Source: an optimization exercise on an open RTL-to-GDS flow (aim: small area). Production flows keep margins and buffers that such runs may drop.
The RTL was checked by simulation tests, not by an equivalence proof against the original design.
Power and IR drop assume default switching activity.

==> inputs of job 6866 <==
==> flow/design.v <==
package matx_pkg;
  typedef struct packed {
    logic       valid;
    logic [7:0] data;
  } stream_byte_t;
  typedef logic [7:0] element_t;
  typedef element_t [4*4-1:0] matrix_t;
  typedef logic [18-1:0] result_t;
  typedef result_t [4*4-1:0] result_matrix_t;
  typedef enum logic [1:0] {
    S_SCAN,
    S_LOAD,
    S_MULT,
    S_EMIT
  } ctrl_state_e;
endpackage
`timescale 1ns/1ps
module matx_top (
  input  logic         clk,
  input  logic         reset_n,
  input  matx_pkg::stream_byte_t byte_in,
  output matx_pkg::stream_byte_t char_out,
  output logic         busy
);
  localparam logic [1:0] S_SCAN = 2'd0;
  localparam logic [1:0] S_SKIP = 2'd1;
  localparam logic [1:0] S_LOAD = 2'd2;
  localparam logic [1:0] S_BUSY = 2'd3;
  localparam logic [63:0] TAG = "MATX_TAG";
  logic [1:0] state;
  logic [5:0] cnt;
  logic [1:0] vi;      
  logic [1:0] vj;      
  wire       valid = byte_in.valid;
  wire [7:0] data  = byte_in.data;
  wire st_scan = (state == S_SCAN);
  wire st_load = (state == S_LOAD);
  wire st_busy = (state == S_BUSY);
  wire [7:0] tag_ch   = TAG[8*(7-cnt[2:0]) +: 8];
  wire       tag_hit  = (data == tag_ch);
  wire       tag_m    = (data == TAG[63:56]);
  wire       line_end = !data[6] && !data[5];
  wire       accept   = st_load && valid && !line_end;
  logic [3:0] nib;
  always_comb begin
    if (!data[6])
      nib = data[3:0];
    else
      case (data[2:0])
        3'd1:    nib = 4'hA;
        3'd2:    nib = 4'hB;
        3'd3:    nib = 4'hC;
        3'd4:    nib = 4'hD;
        3'd5:    nib = 4'hE;
        default: nib = 4'hF;
      endcase
  end
  wire       comp     = st_busy && !cnt[5];
  wire [1:0] kk       = cnt[1:0];
  wire [2:0] bb       = ~cnt[4:2];
  wire       row_end  = (vj == 2'b10);
  wire       ph_top   = cnt[5] && (cnt[4:0] == 5'd0);
  wire       ph_dig   = cnt[5] && !cnt[4] && (cnt[1:0] == 2'd2);
  wire       ph_sfx   = cnt[5] && cnt[4];
  wire       slot_end = ph_sfx && (cnt[1:0] == 2'd3);
  wire       a_long   = st_busy && row_end && ph_sfx;
  logic [127:0] a_r;
  wire a_hi_ld  = accept && !cnt[5] && !cnt[0];
  wire a_lo_ld  = accept && !cnt[5] &&  cnt[0];
  wire a_all    = a_hi_ld || a_long;
  wire a_grp0   = a_all || comp;
  wire [7:0] a_in3 = comp ? a_r[7:0] : a_r[39:32];
  always_ff @(posedge clk) begin
    if (a_grp0) a_r[31:0] <= {a_in3, a_r[31:8]};
    if (a_all)  a_r[119:32] <= a_r[127:40];
    if (a_all)  a_r[127:124] <= nib;
    if (a_all || a_lo_ld) a_r[123:120] <= nib;
  end
  logic [31:0] b_r [4];
  wire b_long = st_busy && ph_sfx;
  genvar gc;
  generate
    for (gc = 0; gc < 4; gc++) begin : g_bcol
      wire sel   = cnt[5] && (cnt[2:1] == 2'(gc));
      wire shift = (accept && sel && !cnt[0]) || b_long || ((gc == 0) && comp);
      wire lo    = accept && sel && cnt[0];
      wire [7:0] b_nx = (gc == 0 && comp) ? b_r[0][7:0] : b_r[(gc + 1) % 4][7:0];
      wire [7:0] b_in = st_load ? {nib, nib} : b_nx;
      always_ff @(posedge clk) begin
        if (shift) b_r[gc][23:0] <= b_r[gc][31:8];
        if (shift) b_r[gc][31:28] <= b_in[7:4];
        if (shift || lo) b_r[gc][27:24] <= b_in[3:0];
      end
    end
  endgenerate
  logic [17:0] acc;
  wire         a_bit  = comp && a_r[bb];
  wire [7:0]   b_head = b_r[0][7:0];
  wire [7:0]   addend = a_bit ? b_head : 8'd0;
  wire         shl    = !comp || (kk == 2'd0);
  wire [17:0]  acc_s  = shl ? {acc[16:0], 1'b0} : acc;
  logic [17:0] sum;
  logic [18:0] cy;
  always_comb begin
    cy[0] = 1'b0;
    for (int i = 0; i < 18; i++) begin
      logic ad;
      ad = (i < 8) ? addend[i] : 1'b0;
      sum[i]  = acc_s[i] ^ ad ^ cy[i];
      cy[i+1] = (acc_s[i] & ad) | (acc_s[i] & cy[i]) | (ad & cy[i]);
    end
  end
  always_ff @(posedge clk) begin
    acc <= sum;
  end
  wire [3:0] dnib   = ph_top ? {2'b00, acc[17:16]} : acc[17:14];
  logic [7:0] hex_ch;
  always_comb begin
    case (dnib)
      4'hA:    hex_ch = "A";
      4'hB:    hex_ch = "B";
      4'hC:    hex_ch = "C";
      4'hD:    hex_ch = "D";
      4'hE:    hex_ch = "E";
      4'hF:    hex_ch = "F";
      default: hex_ch = {4'h3, dnib};
    endcase
  end
  logic [7:0] ch;
  always_comb begin
    if (cnt[5] && !cnt[4])
      ch = hex_ch;
    else if (cnt[5])
      case (cnt[1:0])
        2'd0:    ch = " ";
        2'd1:    ch = "]";
        2'd2:    ch = 8'h0D;
        default: ch = 8'h0A;
      endcase
    else if (cnt[0])
      ch = " ";
    else
      ch = (vj == 2'd0) ? "[" : ",";
  end
  assign char_out.valid = st_busy && ((!cnt[5] && (cnt[4:1] == 4'd0)) || ph_top || ph_dig || (ph_sfx && row_end));
  assign char_out.data  = ch;
  assign busy           = st_busy;
  always_ff @(posedge clk) begin
    if (!reset_n) begin
      state <= S_SCAN;
      cnt   <= 6'd0;
    end else begin
      case (state)
        S_SCAN: if (valid) begin
          if (tag_hit) begin
            if (cnt[2:0] == 3'd7) begin
              state <= S_SKIP;
              cnt   <= 6'd0;
            end else begin
              cnt <= cnt + 6'd1;
            end
          end else begin
            cnt <= {5'd0, tag_m};
          end
        end
        S_SKIP: state <= S_LOAD;
        S_LOAD: if (accept) begin
          cnt <= cnt + 6'd1;
          if (cnt == 6'd63) state <= S_BUSY;
        end
        default: begin
          if (slot_end) begin
            cnt <= 6'd0;
            if (vi == 2'b10 && row_end) state <= S_SCAN;
          end else begin
            cnt <= cnt + 6'd1;
          end
        end
      endcase
    end
  end
  always_ff @(posedge clk) begin
    if (!st_busy) begin
      vi <= 2'd0;
      vj <= 2'd0;
    end else if (slot_end) begin
      vj <= {vj[0], !vj[1]};
      if (row_end) vi <= {vi[0], !vi[1]};
    end
  end
endmodule
==> flow/run.sh <==
#!/bin/bash
# synth_recipe.tcl (not shown) runs the flow's synth.tcl, then flattens the netlist and writes it again
# the make line also repeats each setting of config.mk as NAME=value (left out here)
make -C /OpenROAD-flow-scripts/flow DESIGN_CONFIG=/design/flow/config.mk WORK_HOME=/design/flow/orfs CLKGATE_MAP_FILE= SYNTH_SCRIPT=/design/flow/synth_recipe.tcl finish
==> flow/config.mk <==
export PLATFORM = sky130hd
export DESIGN_NAME = matx_top
export DESIGN_NICKNAME = matx_top
export VERILOG_FILES = /design/flow/design.v
export SDC_FILE = /design/flow/constraint.sdc
export NUM_CORES = 4
export LEC_CHECK = 0
export CAP_MARGIN = 20
export CORE_MARGIN = 2
export CORE_UTILIZATION = 40
export CTS_BUF_LIST = sky130_fd_sc_hd__clkbuf_16
export CTS_CLUSTER_DIAMETER = 100
export CTS_CLUSTER_SIZE = 30
export PLACE_DENSITY = 0.6
export SLEW_MARGIN = 20
==> flow/constraint.sdc <==
create_clock -name core_clock -period 12.0 [get_ports {clk}]
set_input_delay 2.4000 -clock core_clock [delete_from_list [all_inputs] [get_ports {clk}]]
set_output_delay 2.4000 -clock core_clock [all_outputs]
set_load 0.01 [all_outputs]
==> job 1653 (differences from job 6866) <==
==> flow/flow/run.sh (new file) <==
#!/bin/bash
# The standard layout (standard.sh: the ORFS flow, unchanged synthesis,
# floorplan, power grid and routing), with two layout choices changed:
#  - the input and output ports get the smallest buffer, sky130_fd_sc_hd__buf_1
#  - clock tree synthesis clusters up to 30 sinks under one clkbuf_16 and
#    inserts no dummy loads
# make's full output goes to flow.log; ORFS keeps each step's log under orfs/logs.
set -euo pipefail
export BUFFER_PORTS_ARGS="-buffer_cell sky130_fd_sc_hd__buf_1"
export CTS_ARGS="-sink_clustering_enable -repair_clock_nets -sink_clustering_size 30 -sink_clustering_max_diameter 100 -buf_list sky130_fd_sc_hd__clkbuf_16 -dont_use_dummy_load"
bash standard.sh > flow.log 2>&1
==> flow/standard.sh (new file) <==
#!/bin/bash
# synth_recipe.tcl (not shown) runs the flow's synth.tcl, then flattens the netlist and writes it again
# the make line also repeats each setting of config.mk as NAME=value (left out here)
make -C /OpenROAD-flow-scripts/flow DESIGN_CONFIG=/design/flow/config.mk WORK_HOME=/design/flow/orfs CLKGATE_MAP_FILE= SYNTH_SCRIPT=/design/flow/synth_recipe.tcl "${@:-finish}"
- CTS_BUF_LIST: sky130_fd_sc_hd__clkbuf_16 -> not set
- CTS_CLUSTER_DIAMETER: 100 -> not set
- CTS_CLUSTER_SIZE: 30 -> not set
removed: flow/run.sh
==> job 4019 (differences from job 6866) <==
==> flow/design.v (replaced) <==
package matx_pkg;
  typedef struct packed {
    logic       valid;
    logic [7:0] data;
  } stream_byte_t;
  typedef logic [7:0] element_t;
  typedef element_t [4*4-1:0] matrix_t;
  typedef logic [18-1:0] result_t;
  typedef result_t [4*4-1:0] result_matrix_t;
  typedef enum logic [1:0] {
    S_SCAN,
    S_LOAD,
    S_MULT,
    S_EMIT
  } ctrl_state_e;
endpackage
`timescale 1ns/1ps
module matx_top (
  input  logic         clk,
  input  logic         reset_n,
  input  matx_pkg::stream_byte_t byte_in,
  output matx_pkg::stream_byte_t char_out,
  output logic         busy
);
  localparam logic [1:0] S_SCAN = 2'd0;
  localparam logic [1:0] S_SKIP = 2'd1;
  localparam logic [1:0] S_LOAD = 2'd2;
  localparam logic [1:0] S_BUSY = 2'd3;
  localparam logic [63:0] TAG = "MATX_TAG";
  logic [1:0] state;
  logic [5:0] cnt;
  logic [1:0] vi;      
  logic [1:0] vj;      
  wire       valid = byte_in.valid;
  wire [7:0] data  = byte_in.data;
  wire st_scan = (state == S_SCAN);
  wire st_load = (state == S_LOAD);
  wire st_busy = (state == S_BUSY);
  wire [7:0] tag_ch   = TAG[8*(7-cnt[2:0]) +: 8];
  wire       tag_hit  = (data == tag_ch);
  wire       tag_m    = (data == TAG[63:56]);
  wire       line_end = (data == 8'h0D) || (data == 8'h0A);
  wire       accept   = st_load && valid && !line_end;
  wire [3:0] nib      = data[6] ? data[3:0] + 4'd9 : data[3:0];
  wire       comp     = st_busy && !cnt[5];
  wire [1:0] kk       = cnt[1:0];
  wire [2:0] bb       = cnt[4:2];
  wire       row_end  = (vj == 2'd3);
  wire       slot_end = row_end ? (cnt == 6'd40) : (cnt == 6'd36);
  wire       a_long   = st_busy && row_end && (cnt >= 6'd37);
  logic [127:0] a_r;
  wire a_hi_ld  = accept && !cnt[5] && !cnt[0];
  wire a_lo_ld  = accept && !cnt[5] &&  cnt[0];
  wire a_all    = a_hi_ld || a_long;
  wire a_grp0   = a_all || comp;
  wire [7:0] a_in  = st_load ? {nib, nib} : a_r[7:0];
  wire [7:0] a_in3 = comp ? a_r[7:0] : a_r[39:32];
  always_ff @(posedge clk) begin
    if (a_grp0) a_r[31:0] <= {a_in3, a_r[31:8]};
    if (a_all)  a_r[119:32] <= a_r[127:40];
    if (a_all)  a_r[127:124] <= a_in[7:4];
    if (a_all || a_lo_ld) a_r[123:120] <= a_in[3:0];
  end
  logic [31:0] b_r [4];
  genvar gc;
  generate
    for (gc = 0; gc < 4; gc++) begin : g_bcol
      wire sel   = cnt[5] && (cnt[2:1] == 2'(gc));
      wire shift = (accept && sel && !cnt[0]) || comp;
      wire lo    = accept && sel && cnt[0];
      wire [7:0] b_in = st_load ? {nib, nib} : b_r[gc][7:0];
      always_ff @(posedge clk) begin
        if (shift) b_r[gc][23:0] <= b_r[gc][31:8];
        if (shift) b_r[gc][31:28] <= b_in[7:4];
        if (shift || lo) b_r[gc][27:24] <= b_in[3:0];
      end
    end
  endgenerate
  logic [10:0] acc_h;
  logic [7:0]  acc_l;
  wire         a_bit  = comp && a_r[bb];
  wire [7:0]   b_head = b_r[vj][7:0];
  wire [7:0]   addend = a_bit ? b_head : 8'd0;
  wire [10:0]  h_base = (cnt == 6'd0) ? 11'd0 : acc_h;
  wire [10:0]  sum    = h_base + {3'd0, addend};
  wire         shr    = comp && (kk == 2'd3);
  always_ff @(posedge clk) begin
    acc_h <= shr ? {1'b0, sum[10:1]} : sum;
    if (shr) acc_l <= {sum[0], acc_l[7:1]};
  end
  logic [3:0] dnib;
  always_comb begin
    case (cnt[2:0])
      3'd0:    dnib = {2'b00, acc_h[9:8]};
      3'd1:    dnib = acc_h[7:4];
      3'd2:    dnib = acc_h[3:0];
      3'd3:    dnib = acc_l[7:4];
      default: dnib = acc_l[3:0];
    endcase
  end
  wire [7:0] hex_ch = (dnib > 4'd9) ? 8'h37 + {4'd0, dnib} : 8'h30 + {4'd0, dnib};
  logic [7:0] ch;
  always_comb begin
    case (cnt)
      6'd0:    ch = (vj == 2'd0) ? "[" : ",";
      6'd1:    ch = " ";
      6'd37:   ch = " ";
      6'd38:   ch = "]";
      6'd39:   ch = 8'h0D;
      6'd40:   ch = 8'h0A;
      default: ch = hex_ch;
    endcase
  end
  assign char_out.valid = st_busy && (cnt[5] || (cnt[4:1] == 4'd0));
  assign char_out.data  = ch;
  assign busy           = st_busy;
  always_ff @(posedge clk) begin
    if (!reset_n) begin
      state <= S_SCAN;
      cnt   <= 6'd0;
    end else begin
      case (state)
        S_SCAN: if (valid) begin
          if (tag_hit) begin
            if (cnt[2:0] == 3'd7) begin
              state <= S_SKIP;
              cnt   <= 6'd0;
            end else begin
              cnt <= cnt + 6'd1;
            end
          end else begin
            cnt <= {5'd0, tag_m};
          end
        end
        S_SKIP: state <= S_LOAD;
        S_LOAD: if (accept) begin
          cnt <= cnt + 6'd1;
          if (cnt == 6'd63) state <= S_BUSY;
        end
        default: begin
          if (slot_end) begin
            cnt <= 6'd0;
            if (vi == 2'd3 && row_end) state <= S_SCAN;
          end else begin
            cnt <= cnt + 6'd1;
          end
        end
      endcase
    end
  end
  always_ff @(posedge clk) begin
    if (!st_busy) begin
      vi <= 2'd0;
      vj <= 2'd0;
    end else if (slot_end) begin
      vj <= vj + 2'd1;
      if (row_end) vi <= vi + 2'd1;
    end
  end
endmodule
- CTS_BUF_LIST: sky130_fd_sc_hd__clkbuf_16 -> not set
- CTS_CLUSTER_DIAMETER: 100 -> not set
- CTS_CLUSTER_SIZE: 30 -> not set
==> job 7316 (differences from job 6866) <==
--- a/flow/design.v
+++ b/flow/design.v
@@ -23,8 +23,4 @@
   output logic         busy
 );
-  localparam logic [1:0] S_SCAN = 2'd0;
-  localparam logic [1:0] S_SKIP = 2'd1;
-  localparam logic [1:0] S_LOAD = 2'd2;
-  localparam logic [1:0] S_BUSY = 2'd3;
   localparam logic [63:0] TAG = "MATX_TAG";
   logic [1:0] state;
@@ -34,7 +30,7 @@
   wire       valid = byte_in.valid;
   wire [7:0] data  = byte_in.data;
-  wire st_scan = (state == S_SCAN);
-  wire st_load = (state == S_LOAD);
-  wire st_busy = (state == S_BUSY);
+  wire st_load = state[0];
+  wire st_busy = state[1];
+  wire st_scan = !state[0] && !state[1];
   wire [7:0] tag_ch   = TAG[8*(7-cnt[2:0]) +: 8];
   wire       tag_hit  = (data == tag_ch);
@@ -146,36 +142,22 @@
   assign char_out.data  = ch;
   assign busy           = st_busy;
+  wire tag_step = st_scan && valid && !cnt[3];
+  wire cnt_clr  = (st_busy && slot_end) || (st_scan && (cnt[3] || (valid && !tag_hit)));
+  wire cnt_inc  = st_busy || accept || (tag_step && tag_hit);
   always_ff @(posedge clk) begin
     if (!reset_n) begin
-      state <= S_SCAN;
+      state <= 2'b00;
       cnt   <= 6'd0;
     end else begin
-      case (state)
-        S_SCAN: if (valid) begin
-          if (tag_hit) begin
-            if (cnt[2:0] == 3'd7) begin
-              state <= S_SKIP;
-              cnt   <= 6'd0;
-            end else begin
-              cnt <= cnt + 6'd1;
-            end
-          end else begin
-            cnt <= {5'd0, tag_m};
-          end
-        end
-        S_SKIP: state <= S_LOAD;
-        S_LOAD: if (accept) begin
-          cnt <= cnt + 6'd1;
-          if (cnt == 6'd63) state <= S_BUSY;
-        end
-        default: begin
-          if (slot_end) begin
-            cnt <= 6'd0;
-            if (vi == 2'b10 && row_end) state <= S_SCAN;
-          end else begin
-            cnt <= cnt + 6'd1;
-          end
-        end
-      endcase
+      if (cnt_clr)
+        cnt <= {5'd0, tag_step && tag_m};
+      else if (cnt_inc)
+        cnt <= cnt + 6'd1;
+      if (st_scan && cnt[3])
+        state <= 2'b01;
+      else if (accept && cnt == 6'd63)
+        state <= 2'b10;
+      else if (st_busy && slot_end && vi == 2'b10 && row_end)
+        state <= 2'b00;
     end
   end
==> flow/flow/run.sh (new file) <==
#!/bin/bash
# The standard layout (standard.sh: the ORFS flow, unchanged synthesis,
# floorplan, power grid and routing), with two layout choices changed:
#  - the input and output ports get the smallest buffer, sky130_fd_sc_hd__buf_1
#  - clock tree synthesis clusters up to 18 sinks under one clkbuf_8, uses
#    clkbuf_4 above the leaves and inserts no dummy loads
# make's full output goes to flow.log; ORFS keeps each step's log under orfs/logs.
set -euo pipefail
export BUFFER_PORTS_ARGS="-buffer_cell sky130_fd_sc_hd__buf_1"
export CTS_ARGS="-sink_clustering_enable -repair_clock_nets -dont_use_dummy_load -root_buf sky130_fd_sc_hd__clkbuf_4 -buf_list sky130_fd_sc_hd__clkbuf_8 -sink_clustering_size 18 -sink_clustering_max_diameter 70"
bash standard.sh > flow.log 2>&1
==> flow/standard.sh (new file) <==
#!/bin/bash
# synth_recipe.tcl (not shown) runs the flow's synth.tcl, then flattens the netlist and writes it again
# the make line also repeats each setting of config.mk as NAME=value (left out here)
make -C /OpenROAD-flow-scripts/flow DESIGN_CONFIG=/design/flow/config.mk WORK_HOME=/design/flow/orfs CLKGATE_MAP_FILE= SYNTH_SCRIPT=/design/flow/synth_recipe.tcl "${@:-finish}"
- CTS_BUF_LIST: sky130_fd_sc_hd__clkbuf_16 -> not set
- CTS_CLUSTER_DIAMETER: 100 -> not set
- CTS_CLUSTER_SIZE: 30 -> not set
removed: flow/run.sh
==> summary.txt <==
====================================================================
Run status                                  timing/DRC/antenna clean
Detail-routed via count per cell                               4.942
Final Power                                                 1.578 mW
Met3 routed WL                                                762 um
Number of global-route vias before repair                       4929
Multi-input combinational area share                          17.69%
Antenna violations before repair                                   0
Core region area                                         0.02591 mm2
Fraction of the yosys area taken by sequential cells          78.94%
Critical-path cell list                                 nand2b_1 > nor2_2 > and2_1 > ha_1 > inv_1 > fa_1 > inv_1 > fa_1 > inv_1 > fa_1 > fa_1 > fa_1 > fa_1 > fa_1 > inv_1 > ha_1 > ha_1 > ha_1 > ha_1 > ha_1 > ha_1 > ha_1 > ha_1 > ha_1
Transition time at the pin with the least slew margin       1.015 ns
Launch point of the worst reg-to-reg path                     cnt[5]
====================================================================
Source of the figures above: job 6866

==> summary.txt <==
====================================================================
Most common cell after layout, fill and taps aside      sky130_fd_sc_hd__edfxtp_1
Met3 routed WL                                                981 um
Number of global-route vias before repair                       5017
Final Power                                                 1.505 mW
Launch point of the worst reg-to-reg path                     cnt[2]
Run status                                  timing/DRC/antenna clean
Transition time at the pin with the least slew margin       1.070 ns
Hold buffer count at cts                                           0
Multi-input combinational area share                          17.31%
Detail-routed via count per cell                               5.030
Critical-path cell list                                 mux4_1 > mux2i_1 > nor2_1 > nand2_1 > fa_1 > inv_1 > fa_1 > inv_1 > fa_1 > fa_1 > fa_1 > fa_1 > fa_1 > inv_1 > ha_1 > ha_1 > ha_1 > ha_1 > ha_1 > ha_1 > ha_1 > ha_1 > ha_1
Most used flip-flop cell after synthesis                sky130_fd_sc_hd__edfxtp_1
Core region area                                         0.02576 mm2
Filler Cell Count                                               2254
====================================================================
Source of the figures above: job 7316

==> summary.txt <==
=========================================================================
Count of flip-flops with a built-in enable after synthesis            256
Core region area                                              0.02591 mm2
Detail-routed via count per cell                                    4.969
Number of global-route vias before repair                            4814
Met3 routed WL                                                     699 um
Power spent charging and discharging nets                       0.2797 mW
Run status                                       timing/DRC/antenna clean
Crit path time final                                             6.724 ns
Transition time at the pin with the least slew margin            1.041 ns
Fraction of the yosys area taken by sequential cells               78.94%
Multi-input combinational area share                               17.99%
=========================================================================
Source of the figures above: job 1653

==> summary.txt <==
====================================================================
Final Power                                                 1.975 mW
Met3 routed WL                                                973 um
Multi-input combinational area share                          19.59%
Critical-path cell list                                 inv_1 > ha_1 > a21oi_2 > mux2i_1 > ha_1 > nor2_1 > o21a_1 > or3_1 > o311ai_1 > clkdlybuf4s50_1
Fraction of the yosys area taken by sequential cells          75.06%
Transition time at the pin with the least slew margin      0.9051 ns
Launch point of the worst reg-to-reg path                     cnt[2]
Detail-routed via count per cell                               4.987
Number of global-route vias before repair                       5625
Run status                                  timing/DRC/antenna clean
====================================================================
Source of the figures above: job 4019

-- afterwards: timing with drivers on the ports --
Ports are ideal in the flow. The routed layouts listed here were re-timed in OpenROAD.
Step 1: set_driving_cell puts a clkbuf_16 on clk and a buf_2 on each other input, an assumption about the parent block.
Step 2 also shifts input and output timing later by t, the mid clock arrival at the registers, as if the neighbouring blocks saw the same clock.
Slacks: no drivers / after step 1 / after step 2; pairs: no drivers / after step 1.
run	shift t [ns]	setup WS [ns]	hold WS [ns]	worst setup path after step 2	worst data-port slew with drivers (ns)
job 6866	0.524	5.230 / 5.230 / 5.230	0.410 / 0.410 / 0.410	register to register	0.05
job 1653	0.510	5.276 / 5.276 / 5.276	0.393 / 0.393 / 0.393	register to register	0.05
job 4019	0.591	5.319 / 5.271 / 5.862	0.409 / 0.409 / 0.409	register to output	0.03
job 7316	0.671	6.096 / 6.096 / 6.096	0.375 / 0.375 / 0.375	register to register	0.07
After both steps every run listed still meets setup and hold.
